Source: an optimization exercise on an open RTL-to-GDS flow (aim: small area, a short achievable clock period and few clock cycles per item). Production flows keep margins and buffers that such runs may drop.
Only simulation tests tie the RTL to the original design; equivalence was not proved.

==> flow/design.v (outline; a module is shown in full before it is edited, if it fits) <==
// module twiddle_sel: 16 lines
// module twiddle_rom: 26 lines
// module fp4_cmul: 1583 lines
// module dft_mac: 45 lines
// module sample_ram: 73 lines
// module dft_engine: 92 lines
// module stream_ctrl: 76 lines
// module fp4_dft: 61 lines
module fp4_dft
#(
    parameter int MAX_N = fp4_pkg::MAX_N
) (
    input  logic             clk,
    input  logic             rst,
    input  logic [CNT_W-1:0] n_points,
    input  logic [7:0]       data_in,
    input  logic             data_in_valid,
    output logic [7:0]       data_out,
    output logic             data_out_valid,
    output logic             dft_ready,
    output logic             done,
    output logic             error
);
  // ...
==> flow/run.sh <==
#!/bin/bash
# synth_recipe.tcl (not shown) runs the flow's synth.tcl, then flattens the netlist and writes it again
# the make line also repeats each setting of config.mk as NAME=value (left out here)
make -C /OpenROAD-flow-scripts/flow DESIGN_CONFIG=/design/flow/config.mk WORK_HOME=/design/flow/orfs CLKGATE_MAP_FILE= SYNTH_SCRIPT=/design/flow/synth_recipe.tcl finish
==> flow/config.mk <==
export PLATFORM = sky130hd
export DESIGN_NAME = fp4_dft
export DESIGN_NICKNAME = fp4_dft
export VERILOG_FILES = /design/flow/design.v
export SDC_FILE = /design/flow/constraint.sdc
export NUM_CORES = 4
export LEC_CHECK = 0
export CAP_MARGIN = 20
export CORE_MARGIN = 2
export CORE_UTILIZATION = 40
export SLEW_MARGIN = 20
==> flow/constraint.sdc <==
create_clock -name core_clock -period 10.0 [get_ports {clk}]
set_input_delay 2.0000 -clock core_clock [delete_from_list [all_inputs] [get_ports {clk}]]
set_output_delay 2.0000 -clock core_clock [all_outputs]
set_load 0.01 [all_outputs]
==> impl_results.md, run 1 <==
- Synth Cell Area: roughly 63000 um2
- # fillers: 15340
- IO Count: 29
- Xor and xnor fraction of the mapped netlist area: 8.727%
- Nets: 7890
- Critical path class: flip-flop to flip-flop
- Clock-pin transition on the worst setup and hold timing paths: 0.06 ns
- Reg2reg setup slack: approximately 5 ns
- Compound-gate portion of the synthesized area: 19.66%
- Multi-input comb cells: 6117
- Antenna diodes: 4
- CTS tree: built
- Final WS setup: approximately 4.9 ns
- Seq area share: ~23%
- Area taken by multi-input logic gates: 44670 um2
- Slowest stage delay, CP: approximately 0.8 ns
- Share of layout cells above drive strength 1: between 10% and 20%
- Status: complete, no violations
- Seq cells: 763
- Placed cell count: a little over 9000
- Main synth FF type: dfxtp_1
- WL met2: about 77 mm
- Max Used Layer: met4
- Worst R2R Start: u_dft_engine.s3_m[0]
- Slew @ Worst Pin: roughly 1.0 ns
- Cts hold-fix bufs: 0
- Finished Layout Cells: approximately 9500
- Final Critical Period: a little over 5 ns
- Die Width: around 400 um
- Hold WS: ~0.33 ns
- Total negative setup slack: 0 ns
Testbench counts, summed over its fixed seeds: cycles 3,806, frames 192.
==> run 2: changes to the inputs <==
--- a/flow/config.mk
+++ b/flow/config.mk
@@ -10,2 +10,3 @@
 export CORE_UTILIZATION = 40
+export SETUP_SLACK_MARGIN = 5
 export SLEW_MARGIN = 20
==> impl_results.md, run 2 <==
- Status: complete, no violations (unchanged)
- Leading cell types by count after synthesis: 714 x nor2_1, 696 x dfxtp_1, 624 x a21oi_1 (unchanged)
- Vias after detailed routing: 53010 (was 53150)
- Most frequent cells in the layout: 713 x nor2_1, 691 x dfxtp_1, 624 x a21oi_1 (unchanged)
- Vias in the first global route: 49460 (unchanged)
- Area Growth Syn to Fin: 8.023% (was 7.977%)
- Largest net degree at the start of global routing: 120 (unchanged)
- Max clock buf depth: 3 (unchanged)
- Final Setup Violations: 0 (unchanged)
- Top Registers: u_dft_engine.accs: 256 flops, u_result_buf.buff: 256 flops, u_dft_engine.s3_q: 64 flops (unchanged)
- Worst skew pair latency: 0.73 ns (about the same)
- Post-DR wirelength/cell: 17.90 um (was 17.86 um)
- Port bufs: 27 (unchanged)
- CP max FO: 48 (was 51)
- Via-to-Cell Ratio: 5.592 (was 5.607)
- Die Height: 400.0 um (unchanged)
- Total number of yosys warnings: 17 (unchanged)
- Top-count cell post-synth: nor2_1 (unchanged)
- Max cap viols: 0 (unchanged)
- Slowest cell on crit path: dfxtp_4 (unchanged)
- Critical path class: flip-flop to flip-flop (unchanged)
- Seq/Total Area, Yosys: 24.93% (unchanged)
- Synth async-reset ratio: 8.126% (unchanged)
- Post-route cell area: 67740 um2 (was 67710 um2)
- Setup WS pre-CTS: 4.928 ns (unchanged)
- Hpwl dp: 131.0 mm (unchanged)
- FMAX: 212.9 MHz (was 195.6 MHz)
- Die area: 160000 um2 (unchanged)
- Core region area: 156000 um2 (unchanged)
- Slowest stage delay, CP: 0.65 ns (was 0.80 ns)
- Reg2reg setup slack: 5.30 ns (was 4.89 ns)
- Cts hold-fix bufs: 0 (unchanged)
- CTS sink cnt: 763 (unchanged)
- Fin crit share: 46.97% (was 51.13%)
- Post-placement cell area: 64510 um2 (unchanged)
- Critical path arrival: 5.30 ns (was 5.70 ns)
- RSZ-0062 raised after global routing: false (unchanged)
- Top cell type by total area after synthesis: dfxtp_1 (unchanged)
- Synth unique cells: 106 (unchanged)
- DRC Markers: 0 (unchanged)
- CTS tree: built (unchanged)
- Number of synthesized flops with an enable pin: 5 (unchanged)
- Syn Area/Cell: 8.375 um2 (unchanged)
- GRT Util Overall: 20.67% (unchanged)
- Area taken by multi-input logic gates: 44670 um2 (unchanged)
- # fillers: 15330 (was 15340)
- Post-synth top area share: 22.22% (unchanged)
- Slew @ Worst Pin: 1.046 ns (about the same)
- GR Overflow Total: 0 (unchanged)
- CTS Root Cell: clkbuf_16 (unchanged)
- Mapped Cells: 7488 (unchanged)
- Clock-pin transition on the worst setup and hold timing paths: 0.06 ns (about the same)
- Worst Hold Class: flip-flop to flip-flop (unchanged)
- Hold WS: 0.3257 ns (was 0.3253 ns)
- Row cnt: 145 (unchanged)
- Total negative setup slack: 0 ns (unchanged)
- WP buf/inv: 1 (unchanged)
- Mapped Nets: 8039 (unchanged)
- Nets: 7891 (was 7890)
- Clk_skew: 0.04578 ns (was 0.04494 ns)
- Largest cells by area after synthesis: dfxtp_1 22%, ha_1 9.2%, mux2_2 6.5%, a21oi_1 5.0%, xnor2_1 4.3% (unchanged)
- Required @ worst endpoint: 10.60 ns (was 10.59 ns)
- Commonest non-fill, non-tap cell in the layout: nor2_1 (unchanged)
- IO Count: 29 (unchanged)
- Synth Cell Area: 62710 um2 (unchanged)
- Sequential Area: 15650 um2 (unchanged)
- Die Width: 400.0 um (unchanged)
- 1st-iter DRT viols: 4023 (was 4154)
- Initial antenna violation count: 17 (unchanged)
- FF+latch count, synth: 763 (unchanged)
- Final hold vios: 0 (unchanged)
- Max-slew headroom: 30.03% (was 29.98%)
- Share of layout cells above drive strength 1: 10.64% (was 10.62%)
- Final WS setup: 5.303 ns (was 4.887 ns)
- GP Congestion: 0.9268 (unchanged)
- CP top delay family: compound AO/OA/AOI/OAI gates (was simple AND/OR/NAND/NOR gates)
- H-Tree Depth: 3 (unchanged)
- Initial core utilization: 40.19% (unchanged)
- Slew Viols, Final: 0 (unchanged)
- DR pass1 iterations: 6 (was 8)
- Routed WL: 169.7 mm (was 169.3 mm)
- Crit start category: flip-flop (unchanged)
- CTS buffer count: 90 (unchanged)
- Main synth FF type: dfxtp_1 (unchanged)
- DRT antenna net count: 0 (unchanged)
- Crit-path cells: buf_6, mux2i_4, xor2_1, o21ai_0, o22ai_1, ha_1, a211oi_1, o21bai_1, a21oi_1, xor3_1, or3_1, and2_4, and3_1, o31ai_1 (was buf_4, mux2_2, or2_2, a21oi_1, nor2_1, ha_1, and2_1, a311o_1, a21oi_1, xor3_1, nor4_1, a211oi_1, a22o_1, or3_1)
- Worst Setup End Kind: flip-flop (unchanged)
- Global-route wire length before repair: 266.4 mm (unchanged)
- Final Critical Period: 4.697 ns (was 5.113 ns)
## run 2: cell counts after synthesis
No cell type changed its count.
## run 2: cells by family after synthesis
group	Yosys count	share of synthesized area, %
adder cells (fa/ha/maj)	534	11.52
AO/OA/AOI/OAI	2004	19.66
other	1	0.005980
buffers and inverters	608	3.841
AND/OR/NAND/NOR	2352	18.18
multiplexers	690	13.13
XOR/XNOR	536	8.727
flip-flops	763	24.93
## run 2: worst reg2reg max path: cells and delay by family, from the launching register on
kind / cells / cell delay (ns)
AND/OR/NAND/NOR: 3 / 0.78
multiplexers: 1 / 0.34
flip-flops: 1 / 0.65
adder cells (fa/ha/maj): 1 / 0.31
buffers and inverters: 1 / 0.49
XOR/XNOR: 2 / 0.82
AO/OA/AOI/OAI: 6 / 1.23
## run 2: worst paths after layout
check                      depth (start not counted)                      to                  start
max in group asynchronous                          1     u_result_buf.vld[4]                    rst
setup / recovery                                  14  u_dft_engine.accs[208]   u_dft_engine.s3_m[0]
hold / removal                                     0   u_result_buf.s4_lg[1]  u_result_buf.s3_lg[1]
setup reg to reg                                  14  u_dft_engine.accs[208]   u_dft_engine.s3_m[0]
min in group asynchronous                          1   u_dft_engine.s3_first                    rst
hold reg to reg                                    0   u_result_buf.s4_lg[1]  u_result_buf.s3_lg[1]
## run 2: metal layers
layer | global-route usage [%] | vias to the layer above | part of all wire, % | wire length [um]
li1 | - | 26630 | - | -
met1 | 27.65 | 24900 | 46 | 77490
met2 | 34.22 | 1232 | 46 | 77380
met3 | 2.344 | 243 | 5.2 | 8880
met4 | 7.578 | 0 | 3.5 | 5967
met5 | 0 | - | 0 | 0
## run 2: layout make-up
class | count | share of cell area (%)
clock inverter | 55 | 1.068
tap | 2058 | 3.801
antenna | 3 | 0.01108
timing repair buffer | 41 | 0.6224
multi-input combinational | 6117 | 65.94
inverter | 327 | 1.812
clock buffer | 115 | 3.642
sequential | 763 | 23.10
## run 2: through the flow
stage / util, % / cells
after CTS: 43.39 / 9475
final: 43.42 / 9479
after floorplan: - / 7488
after detailed placement: 41.35 / 9305
after global routing: 43.41 / 9476
after global placement: 41.35 / 9305
## run 2: timing repair
| action | 4_1_cts | 5_1_grt |
|---|---|---|
| endpoints found under the setup margin | 2 | 22 |
| buffers inserted | 0 | 1 |
| cloned | 0 | 0 |
| gates resized for setup | 1 | 3 |
| endpoints found under the hold margin | 0 | 0 |
==> module dft_mac, before the edit <==
module dft_mac
(
    input  logic [7:0] acc,                      
    input  logic       clear,                    
    input  logic [7:0] q,                        
    input  logic       swap,
    input  logic       neg_re,
    input  logic       neg_im,
    output logic [7:0] sum                       
);
    function automatic logic signed [5:0] fp4_to_h(input logic [3:0] v);
        logic signed [5:0] mag;
        case (v[2:0])
            3'd0:    mag = 6'sd0;
            3'd1:    mag = 6'sd1;
            3'd2:    mag = 6'sd2;
            3'd3:    mag = 6'sd3;
            3'd4:    mag = 6'sd4;
            3'd5:    mag = 6'sd6;
            3'd6:    mag = 6'sd8;
            default: mag = 6'sd12;
        endcase
        fp4_to_h = v[3] ? -mag : mag;
    endfunction
    function automatic logic [3:0] fp4_add(input logic [3:0] a, input logic [3:0] b);
        logic signed [5:0] t;
        logic [5:0] mag;
        logic [2:0] code;
        t = fp4_to_h(a) + fp4_to_h(b);
        mag = t[5] ? 6'(-t) : 6'(t);
        if (mag >= 11)     code = 3'd7;          
        else if (mag >= 7) code = 3'd6;          
        else if (mag == 6) code = 3'd5;
        else if (mag >= 4) code = 3'd4;          
        else               code = 3'(mag);
        fp4_add = {t[5] && (code != 3'd0), code};
    endfunction
    logic [3:0] pr, pi, sr, si;
    assign pr = swap ? q[3:0] : q[7:4];
    assign pi = swap ? q[7:4] : q[3:0];
    assign sr = clear ? 4'd0 : acc[7:4];
    assign si = clear ? 4'd0 : acc[3:0];
    assign sum = {fp4_add(sr, {pr[3] ^ neg_re, pr[2:0]}),
                  fp4_add(si, {pi[3] ^ neg_im, pi[2:0]})};
endmodule
==> module sample_ram, before the edit <==
module sample_ram
#(
    parameter int MAX_N = fp4_pkg::MAX_N
) (
    input  logic               clk,
    input  logic               rst,
    input  logic               s2_last,          
    input  logic [2:0]         s2_lg,
    input  logic [8*MAX_N-1:0] accs,
    output logic [7:0]         data_out,
    output logic               data_out_valid,
    output logic               done
);
    logic [7:0]        buff [MAX_N];
    logic [MAX_N-1:0]  vld, fst;
    logic [MAX_N-1:0]  load;
    logic [ADDR_W:0]   fill;                     
    logic [ADDR_W:0]   fill_nx;
    logic [ADDR_W:0]   rem, p_nx;
    logic [ADDR_W-1:0] p3, p4;                   
    logic              s3_last, s4_last;         
    logic [2:0]        s3_lg, s4_lg;
    logic [ADDR_W:0]   n2, n4;
    assign n2 = (ADDR_W+1)'(1) << s2_lg;
    assign n4 = (ADDR_W+1)'(1) << s4_lg;
    always_comb begin
        for (int i = 0; i < MAX_N; i++) begin
            load[i] = s4_last;
            for (int b = 0; b < ADDR_W; b++)
                if (b >= s4_lg && (((i >> b) & 1) != p4[b]))
                    load[i] = 1'b0;
        end
        fill_nx = s4_last ? ({1'b0, p4} + n4) : ((fill == '0) ? '0 : fill - 1'b1);
        rem  = s4_last ? ({1'b0, p4} | (n4 - 2'd2)) : ((fill < 3) ? '0 : fill - 2'd3);
        p_nx = ((rem + n2 - 1'b1) >> s2_lg) << s2_lg;  
    end
    always_ff @(posedge clk or negedge rst) begin
        if (!rst) begin
            vld     <= '0;
            fill    <= '0;
            done    <= 1'b0;
            s3_last <= 1'b0;
            s4_last <= 1'b0;
        end else begin
            s3_last <= s2_last;
            s4_last <= s3_last;
            vld     <= load | {1'b0, vld[MAX_N-1:1]};
            fill    <= fill_nx;
            done    <= (s3_last && (p3 == '0)) || (!load[1] && fst[2] && vld[2]);
        end
    end
    always_ff @(posedge clk) begin
        s3_lg <= s2_lg;
        s4_lg <= s3_lg;
        if (s2_last)
            p3 <= p_nx[ADDR_W-1:0];
        p4 <= p3;
        for (int i = 0; i < MAX_N; i++) begin
            if (load[i]) begin
                buff[i] <= accs[8*i +: 8];
                fst[i]  <= (i == int'(p4));
            end else if (i == MAX_N - 1) begin
                buff[i] <= 8'h00;
                fst[i]  <= 1'b0;
            end else begin
                buff[i] <= buff[i+1];
                fst[i]  <= fst[i+1];
            end
        end
    end
    assign data_out       = buff[0];
    assign data_out_valid = vld[0];
endmodule
==> module dft_engine, before the edit <==
module dft_engine
#(
    parameter int MAX_N = fp4_pkg::MAX_N
) (
    input  logic              clk,
    input  logic              rst,
    input  logic [7:0]        s1_x,
    input  logic [ADDR_W-1:0] s1_m,
    input  logic              s1_first,
    input  logic              s1_last,
    input  logic [2:0]        s1_lg,
    output logic              s2_last,
    output logic [2:0]        s2_lg,
    output logic [8*MAX_N-1:0] accs              
);
    logic [7:0]        pa, pb, pc;
    logic [7:0]        s2_x, s2_pa, s2_pb, s2_pc;
    logic [ADDR_W-1:0] s2_m;
    logic              s2_first;
    logic [1:0]        sel [8], turn1 [8];
    logic [1:0]        s2_sel [8], s2_turn [8];
    logic [7:0]        prod [8];
    logic [7:0]        s3_q [8];
    logic [1:0]        s3_m;
    logic              s3_first;
    logic [8*MAX_N-1:0] sums;
    fp4_cmul u_cmul (
        .x  (s1_x),
        .pa (pa),
        .pb (pb),
        .pc (pc)
    );
    for (genvar b = 0; b < 8; b++) begin : g_grp
        twiddle_sel u_tsel (
            .idx  (ADDR_W'(b * s1_m)),
            .sel  (sel[b]),
            .turn (turn1[b])
        );
        twiddle_rom u_tw (
            .sel  (s2_sel[b]),
            .turn (s2_turn[b]),
            .x   (s2_x),
            .pa  (s2_pa),
            .pb  (s2_pb),
            .pc  (s2_pc),
            .p   (prod[b])
        );
    end
    always_ff @(posedge clk or negedge rst) begin
        if (!rst) begin
            s2_first <= 1'b0;
            s2_last  <= 1'b0;
            s3_first <= 1'b0;
        end else begin
            s2_first <= s1_first;
            s2_last  <= s1_last;
            s3_first <= s2_first;
        end
    end
    always_ff @(posedge clk) begin
        s2_x  <= s1_x;
        s2_pa <= pa;
        s2_pb <= pb;
        s2_pc <= pc;
        s2_m  <= s1_m;
        for (int b = 0; b < 8; b++) begin
            s2_sel[b]  <= sel[b];
            s2_turn[b] <= turn1[b];
        end
        s2_lg <= s1_lg;
        for (int b = 0; b < 8; b++)
            s3_q[b] <= prod[b];
        s3_m  <= s2_m[1:0];
    end
    for (genvar k = 0; k < MAX_N; k++) begin : g_bin
        localparam int J = k / 8;
        logic [1:0] turn;                        
        assign turn = 2'(J * s3_m);
        dft_mac u_mac (
            .acc    (accs[8*k +: 8]),
            .clear  (s3_first),
            .q      (s3_q[k % 8]),
            .swap   (turn[0]),
            .neg_re (turn[1]),
            .neg_im (turn[1] ^ turn[0]),
            .sum    (sums[8*k +: 8])
        );
        always_ff @(posedge clk) begin
            accs[8*k +: 8] <= sums[8*k +: 8];
        end
    end
endmodule
==> module fp4_dft, before the edit <==
module fp4_dft
#(
    parameter int MAX_N = fp4_pkg::MAX_N
) (
    input  logic             clk,
    input  logic             rst,
    input  logic [CNT_W-1:0] n_points,
    input  logic [7:0]       data_in,
    input  logic             data_in_valid,
    output logic [7:0]       data_out,
    output logic             data_out_valid,
    output logic             dft_ready,
    output logic             done,
    output logic             error
);
    logic [7:0]         s1_x;
    logic [ADDR_W-1:0]  s1_m;
    logic               s1_first, s1_last, s2_last;
    logic [2:0]         s1_lg, s2_lg;
    logic [8*MAX_N-1:0] accs;
    stream_ctrl u_stream_ctrl (
        .clk           (clk),
        .rst           (rst),
        .n_points      (n_points),
        .data_in       (data_in),
        .data_in_valid (data_in_valid),
        .dft_ready     (dft_ready),
        .error         (error),
        .s1_x          (s1_x),
        .s1_m          (s1_m),
        .s1_first      (s1_first),
        .s1_last       (s1_last),
        .s1_lg         (s1_lg)
    );
    dft_engine #(
        .MAX_N (MAX_N)
    ) u_dft_engine (
        .clk      (clk),
        .rst      (rst),
        .s1_x     (s1_x),
        .s1_m     (s1_m),
        .s1_first (s1_first),
        .s1_last  (s1_last),
        .s1_lg    (s1_lg),
        .s2_last  (s2_last),
        .s2_lg    (s2_lg),
        .accs     (accs)
    );
    sample_ram #(
        .MAX_N (MAX_N)
    ) u_result_buf (
        .clk            (clk),
        .rst            (rst),
        .s2_last        (s2_last),
        .s2_lg          (s2_lg),
        .accs           (accs),
        .data_out       (data_out),
        .data_out_valid (data_out_valid),
        .done           (done)
    );
endmodule
==> run 3: changes to the inputs <==
--- a/flow/design.v
+++ b/flow/design.v
@@ -1639,44 +1639,40 @@
 (
-    input  logic [7:0] acc,                      
+    input  logic [9:0] acc,                      
     input  logic       clear,                    
-    input  logic [7:0] q,                        
-    input  logic       swap,
+    input  logic [9:0] q,                        
     input  logic       neg_re,
     input  logic       neg_im,
-    output logic [7:0] sum                       
+    output logic [9:0] sum                       
 );
-    function automatic logic signed [5:0] fp4_to_h(input logic [3:0] v);
-        logic signed [5:0] mag;
-        case (v[2:0])
-            3'd0:    mag = 6'sd0;
-            3'd1:    mag = 6'sd1;
-            3'd2:    mag = 6'sd2;
-            3'd3:    mag = 6'sd3;
-            3'd4:    mag = 6'sd4;
-            3'd5:    mag = 6'sd6;
-            3'd6:    mag = 6'sd8;
-            default: mag = 6'sd12;
+    function automatic logic [4:0] add_round(input logic [4:0] s, input logic [4:0] p,
+                                             input logic neg);
+        logic [6:0] w;
+        logic [5:0] t;
+        w = {s[4], s, neg} + {p[4] ^ neg, p ^ {5{neg}}, neg};   
+        t = w[6:1];
+        case (t)
+            6'd40, 6'd41, 6'd42, 6'd43, 6'd44, 6'd45, 6'd46, 6'd47, 6'd48, 6'd49,
+            6'd50, 6'd51, 6'd52, 6'd53:       add_round = 5'd20;   
+            6'd54, 6'd55, 6'd56, 6'd57:       add_round = 5'd24;   
+            6'd58:                            add_round = 5'd26;   
+            6'd59, 6'd60:                     add_round = 5'd28;   
+            6'd61:                            add_round = 5'd29;
+            6'd62:                            add_round = 5'd30;
+            6'd63:                            add_round = 5'd31;
+            6'd0:                             add_round = 5'd0;
+            6'd1:                             add_round = 5'd1;
+            6'd2:                             add_round = 5'd2;
+            6'd3:                             add_round = 5'd3;
+            6'd4, 6'd5:                       add_round = 5'd4;
+            6'd6:                             add_round = 5'd6;
+            6'd7, 6'd8, 6'd9, 6'd10:          add_round = 5'd8;
+            default:                          add_round = 5'd12;  
         endcase
-        fp4_to_h = v[3] ? -mag : mag;
-    endfunction
-    function automatic logic [3:0] fp4_add(input logic [3:0] a, input logic [3:0] b);
-        logic signed [5:0] t;
-        logic [5:0] mag;
-        logic [2:0] code;
-        t = fp4_to_h(a) + fp4_to_h(b);
-        mag = t[5] ? 6'(-t) : 6'(t);
-        if (mag >= 11)     code = 3'd7;          
-        else if (mag >= 7) code = 3'd6;          
-        else if (mag == 6) code = 3'd5;
-        else if (mag >= 4) code = 3'd4;          
-        else               code = 3'(mag);
-        fp4_add = {t[5] && (code != 3'd0), code};
     endfunction
-    logic [3:0] pr, pi, sr, si;
-    assign pr = swap ? q[3:0] : q[7:4];
-    assign pi = swap ? q[7:4] : q[3:0];
-    assign sr = clear ? 4'd0 : acc[7:4];
-    assign si = clear ? 4'd0 : acc[3:0];
-    assign sum = {fp4_add(sr, {pr[3] ^ neg_re, pr[2:0]}),
-                  fp4_add(si, {pi[3] ^ neg_im, pi[2:0]})};
+    logic [4:0] pr, pi, sr, si;
+    assign pr = q[9:5];
+    assign pi = q[4:0];
+    assign sr = clear ? 5'd0 : acc[9:5];
+    assign si = clear ? 5'd0 : acc[4:0];
+    assign sum = {add_round(sr, pr, neg_re), add_round(si, pi, neg_im)};
 endmodule
@@ -1692,3 +1688,3 @@
     input  logic [2:0]         s2_lg,
-    input  logic [8*MAX_N-1:0] accs,
+    input  logic [10*MAX_N-1:0] accs,            
     output logic [7:0]         data_out,
@@ -1697,3 +1693,4 @@
 );
-    logic [7:0]        buff [MAX_N];
+    logic [9:0]        buff [MAX_N];             
+    logic [9:0]        head;
     logic [MAX_N-1:0]  vld, fst;
@@ -1735,2 +1732,15 @@
     end
+    function automatic logic [3:0] h_to_fp4(input logic [4:0] h);
+        logic [4:0] mag;
+        logic [2:0] code;
+        mag = h[4] ? 5'(-h) : h;
+        case (mag)
+            5'd0, 5'd1, 5'd2, 5'd3, 5'd4: code = 3'(mag);
+            5'd6:    code = 3'd5;
+            5'd8:    code = 3'd6;
+            default: code = 3'd7;
+        endcase
+        h_to_fp4 = {h[4], code};
+    endfunction
+    assign head = load[0] ? accs[9:0] : buff[1];
     always_ff @(posedge clk) begin
@@ -1741,8 +1751,10 @@
         p4 <= p3;
-        for (int i = 0; i < MAX_N; i++) begin
+        buff[0] <= {5'd0, h_to_fp4(head[9:5]), h_to_fp4(head[4:0])} ;
+        fst[0]  <= load[0] ? (p4 == '0) : fst[1];
+        for (int i = 1; i < MAX_N; i++) begin
             if (load[i]) begin
-                buff[i] <= accs[8*i +: 8];
+                buff[i] <= accs[10*i +: 10];
                 fst[i]  <= (i == int'(p4));
             end else if (i == MAX_N - 1) begin
-                buff[i] <= 8'h00;
+                buff[i] <= 10'h000;
                 fst[i]  <= 1'b0;
@@ -1754,3 +1766,3 @@
     end
-    assign data_out       = buff[0];
+    assign data_out       = buff[0][7:0];
     assign data_out_valid = vld[0];
@@ -1772,3 +1784,3 @@
     output logic [2:0]        s2_lg,
-    output logic [8*MAX_N-1:0] accs              
+    output logic [10*MAX_N-1:0] accs             
 );
@@ -1781,6 +1793,21 @@
     logic [7:0]        prod [8];
-    logic [7:0]        s3_q [8];
-    logic [1:0]        s3_m;
+    logic [9:0]        s3_q [8];                 
+    logic [9:0]        s3_qs [8];                
+    logic              s3_m0, s3_m1, s3_mx;      
     logic              s3_first;
-    logic [8*MAX_N-1:0] sums;
+    logic [10*MAX_N-1:0] sums;
+    function automatic logic [4:0] fp4_to_h(input logic [3:0] v);
+        logic [4:0] mag;
+        case (v[2:0])
+            3'd0:    mag = 5'd0;
+            3'd1:    mag = 5'd1;
+            3'd2:    mag = 5'd2;
+            3'd3:    mag = 5'd3;
+            3'd4:    mag = 5'd4;
+            3'd5:    mag = 5'd6;
+            3'd6:    mag = 5'd8;
+            default: mag = 5'd12;
+        endcase
+        fp4_to_h = v[3] ? 5'(-mag) : mag;
+    endfunction
     fp4_cmul u_cmul (
@@ -1829,5 +1856,10 @@
         s2_lg <= s1_lg;
-        for (int b = 0; b < 8; b++)
-            s3_q[b] <= prod[b];
-        s3_m  <= s2_m[1:0];
+        for (int b = 0; b < 8; b++) begin
+            s3_q[b]  <= {fp4_to_h(prod[b][7:4]), fp4_to_h(prod[b][3:0])};
+            s3_qs[b] <= s2_m[0] ? {fp4_to_h(prod[b][3:0]), fp4_to_h(prod[b][7:4])}
+                                : {fp4_to_h(prod[b][7:4]), fp4_to_h(prod[b][3:0])};
+        end
+        s3_m0 <= s2_m[0];
+        s3_m1 <= s2_m[1];
+        s3_mx <= s2_m[1] ^ s2_m[0];
     end
@@ -1835,15 +1867,26 @@
         localparam int J = k / 8;
-        logic [1:0] turn;                        
-        assign turn = 2'(J * s3_m);
+        logic neg_re, neg_im;
+        if (J == 0) begin : g_j0
+            assign neg_re = 1'b0;
+            assign neg_im = 1'b0;
+        end else if (J == 1) begin : g_j1          
+            assign neg_re = s3_m1;
+            assign neg_im = s3_mx;
+        end else if (J == 2) begin : g_j2          
+            assign neg_re = s3_m0;
+            assign neg_im = s3_m0;
+        end else begin : g_j3                    
+            assign neg_re = s3_mx;
+            assign neg_im = s3_m1;
+        end
         dft_mac u_mac (
-            .acc    (accs[8*k +: 8]),
+            .acc    (accs[10*k +: 10]),
             .clear  (s3_first),
-            .q      (s3_q[k % 8]),
-            .swap   (turn[0]),
-            .neg_re (turn[1]),
-            .neg_im (turn[1] ^ turn[0]),
-            .sum    (sums[8*k +: 8])
+            .q      ((J % 2 == 1) ? s3_qs[k % 8] : s3_q[k % 8]),
+            .neg_re (neg_re),
+            .neg_im (neg_im),
+            .sum    (sums[10*k +: 10])
         );
         always_ff @(posedge clk) begin
-            accs[8*k +: 8] <= sums[8*k +: 8];
+            accs[10*k +: 10] <= sums[10*k +: 10];
         end
@@ -1950,3 +1993,3 @@
     logic [2:0]         s1_lg, s2_lg;
-    logic [8*MAX_N-1:0] accs;
+    logic [10*MAX_N-1:0] accs;
     stream_ctrl u_stream_ctrl (
==> impl_results.md, run 3 <==
- Status: complete, no violations (unchanged)
- Via-to-Cell Ratio: 5.486 (was 5.592)
- Synth unique cells: 96 (was 106)
- Hold Path End: u_result_buf.s4_lg[1] (unchanged)
- Clk_skew: 0.03183 ns (was 0.04578 ns)
- Clock-pin transition on the worst setup and hold timing paths: 0.06 ns (about the same)
- RSZ-0062 raised after global routing: false (unchanged)
- 1st-iter DRT viols: 3595 (was 4023)
- Slew @ Worst Pin: 1.128 ns (was 1.046 ns)
- CP max FO: 55 (was 48)
- Die area: 156300 um2 (was 160000 um2)
- Critical path arrival: 5.08 ns (was 5.30 ns)
- Worst hold start: u_result_buf.s3_lg[1] (unchanged)
- GRT Util Overall: 21.10% (was 20.67%)
- Total number of yosys warnings: 19 (was 17)
- Share of layout cells above drive strength 1: 11.56% (was 10.64%)
- Mapped Nets: 7181 (was 8039)
- Placed cell count: 8593 (was 9305)
- Initial core utilization: 40.28% (was 40.19%)
- Mapped Cells: 6746 (was 7488)
- Hold Crit Depth: 0 (unchanged)
- Cts hold-fix bufs: 0 (unchanged)
- Nets: 7108 (was 7891)
- GR Overflow Total: 0 (unchanged)
- DR pass1 iterations: 6 (unchanged)
- Largest cells by area after synthesis: dfxtp_1 30%, ha_1 8.0%, mux2_2 6.9%, xor2_1 5.7%, nor2b_1 4.3% (was dfxtp_1 22%, ha_1 9.2%, mux2_2 6.5%, a21oi_1 5.0%, xnor2_1 4.3%)
- Post-synth top area share: 30.03% (was 22.22%)
- Die Height: 395.3 um (was 400.0 um)
- Final Critical Period: 4.410 ns (was 4.697 ns)
- IO Count: 29 (unchanged)
- Row cnt: 143 (was 145)
- Required @ worst endpoint: 10.67 ns (was 10.60 ns)
- Largest net degree at the start of global routing: 131 (was 120)
- Leading cell types by count after synthesis: 919 x dfxtp_1, 494 x nand2_1, 421 x nor2b_1 (was 714 x nor2_1, 696 x dfxtp_1, 624 x a21oi_1)
- Synth async-reset ratio: 6.288% (was 8.126%)
- FF+latch count, synth: 986 (was 763)
- Worst Hold Class: flip-flop to flip-flop (unchanged)
- Max reg flops: between 300 and 400
- DRC Markers: 0 (unchanged)
- Worst R2R Start: u_dft_engine.s3_first (was u_dft_engine.s3_m[0])
- Top cell type by total area after synthesis: dfxtp_1 (unchanged)
- Crit start category: flip-flop (unchanged)
- GP Congestion: 0.9281 (was 0.9268)
- CTS buffer count: 108 (was 90)
- Hpwl dp: 128.8 mm (was 131.0 mm)
- CTS tree: built (unchanged)
- Most frequent cells in the layout: 911 x dfxtp_1, 494 x nand2_1, 421 x nor2b_1 (was 713 x nor2_1, 691 x dfxtp_1, 624 x a21oi_1)
- Vias after detailed routing: 48250 (was 53010)
- Biggest register: u_dft_engine.accs
- Reg2reg setup slack: 5.59 ns (was 5.30 ns)
- Vias in the first global route: 45620 (was 49460)
- Reg2reg end: u_dft_engine.accs[160] (was u_dft_engine.accs[208])
- Post-cts sizing count: 0 (was 1)
- Port bufs: 27 (unchanged)
- Max-slew headroom: 22.67% (was 30.03%)
- Seq/Total Area, Yosys: 32.81% (was 24.93%)
- Die Width: 395.3 um (was 400.0 um)
- Critical path class: flip-flop to flip-flop (unchanged)
- H-Tree Depth: 3 (unchanged)
- Core region area: 152100 um2 (was 156000 um2)
- CTS sink cnt: 986 (was 763)
- Finished Layout Cells: 8795 (was 9479)
- Syn Area/Cell: 9.081 um2 (was 8.375 um2)
- Global-route wire length before repair: 261.3 mm (was 266.4 mm)
- Number of synthesized flops with an enable pin: 5 (unchanged)
- Synth Cell Area: 61260 um2 (was 62710 um2)
- Worst Setup End Kind: flip-flop (unchanged)
- Fin crit share: 44.10% (was 46.97%)
- DRT antenna net count: 0 (unchanged)
- Max clock buf depth: 3 (unchanged)
- Slew Viols, Final: 0 (unchanged)
- Final Setup Violations: 0 (unchanged)
- Total negative setup slack: 0 ns (unchanged)
- Area Growth Syn to Fin: 9.464% (was 8.023%)
- R2R cell count: 11 (was 14)
- Commonest non-fill, non-tap cell in the layout: dfxtp_1 (was nor2_1)
- Top Registers: u_dft_engine.accs: 320 flops, u_result_buf.buff: 318 flops (was u_dft_engine.accs: 256 flops, u_result_buf.buff: 256 flops, u_dft_engine.s3_q: 64 flops)
- Post-DR wirelength/cell: 19.24 um (was 17.90 um)
- Postcts setup bufs: 0 (unchanged)
- Final hold vios: 0 (unchanged)
- Top-count cell post-synth: dfxtp_1 (was nor2_1)
- Initial antenna violation count: 8 (was 17)
- Max cap viols: 0 (unchanged)
- Worst skew pair latency: 0.73 ns (about the same)
- CTS Root Cell: clkbuf_16 (unchanged)
- Routed WL: 169.2 mm (was 169.7 mm)
- Main synth FF type: dfxtp_1 (unchanged)
- FMAX: 226.7 MHz (was 212.9 MHz)
-- run 3: cell types whose count changed after synthesis, moves of 215 or more --
cell,previous run,this run
nor2_1,714,382
nor2b_1,89,421
xor2_1,158,398
a21oi_1,624,396
dfxtp_1,696,919
o21ai_0,455,240
-- run 3: layout make-up --
| cell class | instances | area, um2 |
|---|---|---|
| diodes | 2 | 5.005 |
| clock buffers | 137 | 2974 |
| clock inverters | 63 | 753.2 |
| fillers | 14720 | 85020 |
| inverters | 326 | 1224 |
| multi-input cells | 5198 | 38960 |
| flip-flops and latches | 986 | 20120 |
| well taps | 2030 | 2540 |
| repair buffers | 53 | 479.2 |
-- run 3: cell families (layout without fill, tap and decap cells) --
family / after synthesis / after routing / share of synthesized area (%)
simple gates: 2032 / 2032 / 17.07
compound gates: 1487 / 1487 / 16.25
flops: 986 / 986 / 32.81
xor+xnor: 652 / 652 / 9.358
mux: 608 / 608 / 11.95
buf+inv: 562 / 579 / 3.727
fa+ha+maj: 418 / 418 / 8.831
other cells: 1 / 3 / 0.006121
-- run 3: through the flow --
stage / hold WS, ns / utilization [%] / instance area [um2] / setup WS [ns]
2_1_floorplan: 0.3096 / - / 61260 / 6.180
3_3_place_gp: 0.3111 / 41.62 / 63300 / 5.528
4_1_cts: 0.3255 / 44.09 / 67050 / 5.535
3_5_place_dp: 0.3128 / 41.64 / 63330 / 5.440
6_report: 0.3256 / 44.09 / 67060 / 5.590
5_1_grt: 0.3449 / 44.09 / 67060 / 5.212
-- run 3: worst max-delay path by stage --
stage | cells after the start | to | start
after floorplan | 16 | u_dft_engine.accs[271] | u_dft_engine.s3_m1
after global placement | 7 | u_stream_ctrl.step[0] | n_points[3]
after detailed placement | 7 | u_stream_ctrl.step[2] | n_points[3]
after CTS | 11 | u_dft_engine.accs[220] | u_dft_engine.s3_first
after global routing | 11 | u_dft_engine.accs[90] | u_dft_engine.s3_first
final | 11 | u_dft_engine.accs[160] | u_dft_engine.s3_first
-- run 3: routing by layer --
metal,routed length [um],GRT usage [%],share of wire (%),vias to the layer above
met4,6903,8.277,4.1,4
met5,26,0,0.015,-
met2,75110,33.65,44,1232
met3,8064,2.830,4.8,273
li1,-,-,-,23820
met1,79140,28.82,47,22920
-- run 3: worst max-delay path, stage by stage (launching register included) --
cell	delay, ns
dfrtp_4	0.81
buf_4	0.51
buf_4	0.64
nor2b_1	0.16
ha_1	0.39
a21o_1	0.13
a21oi_1	0.11
or4b_2	0.62
o2111ai_1	0.27
nand3_1	0.24
mux2_2	0.32
nor2_1	0.09
Testbench counts of run 3, summed over its fixed seeds: cycles 3,806, frames 192.

-- port drivers added, routing unchanged --
No port has a modelled driver above. Below, the same layouts with a new extraction and two added sets of constraints.
Step 1 sets driving cells, clkbuf_16 on the clock port and buf_2 on the other inputs (assumed; they add their load-dependent delay and slew).
Step 2 adds t to the input delays and takes it off the output delays; t is the mean of the earliest and latest rising clock arrival at the registers after step 1. Input paths then give back, and output paths get back, about the clock's delay inside the block.
a / b / c = ideal ports / drivers / drivers and shift; a / b = the first two.
run | t (ns) | setup slack, ns | worst setup path after step 2 | cell pins on the clock port's net
run 1 | 0.790 | 4.887 / 4.887 / 4.887 | register to register | 1
run 2 | 0.791 | 5.303 / 5.303 / 5.193 | input to register | 1
run 3 | 0.797 | 5.590 / 5.590 / 5.393 | input to register | 1
After both steps setup and hold are still met in every run listed. For run 3, which loses most, drivers alone change the setup slack by 0.000 ns; drivers and shift together by -0.197 ns.
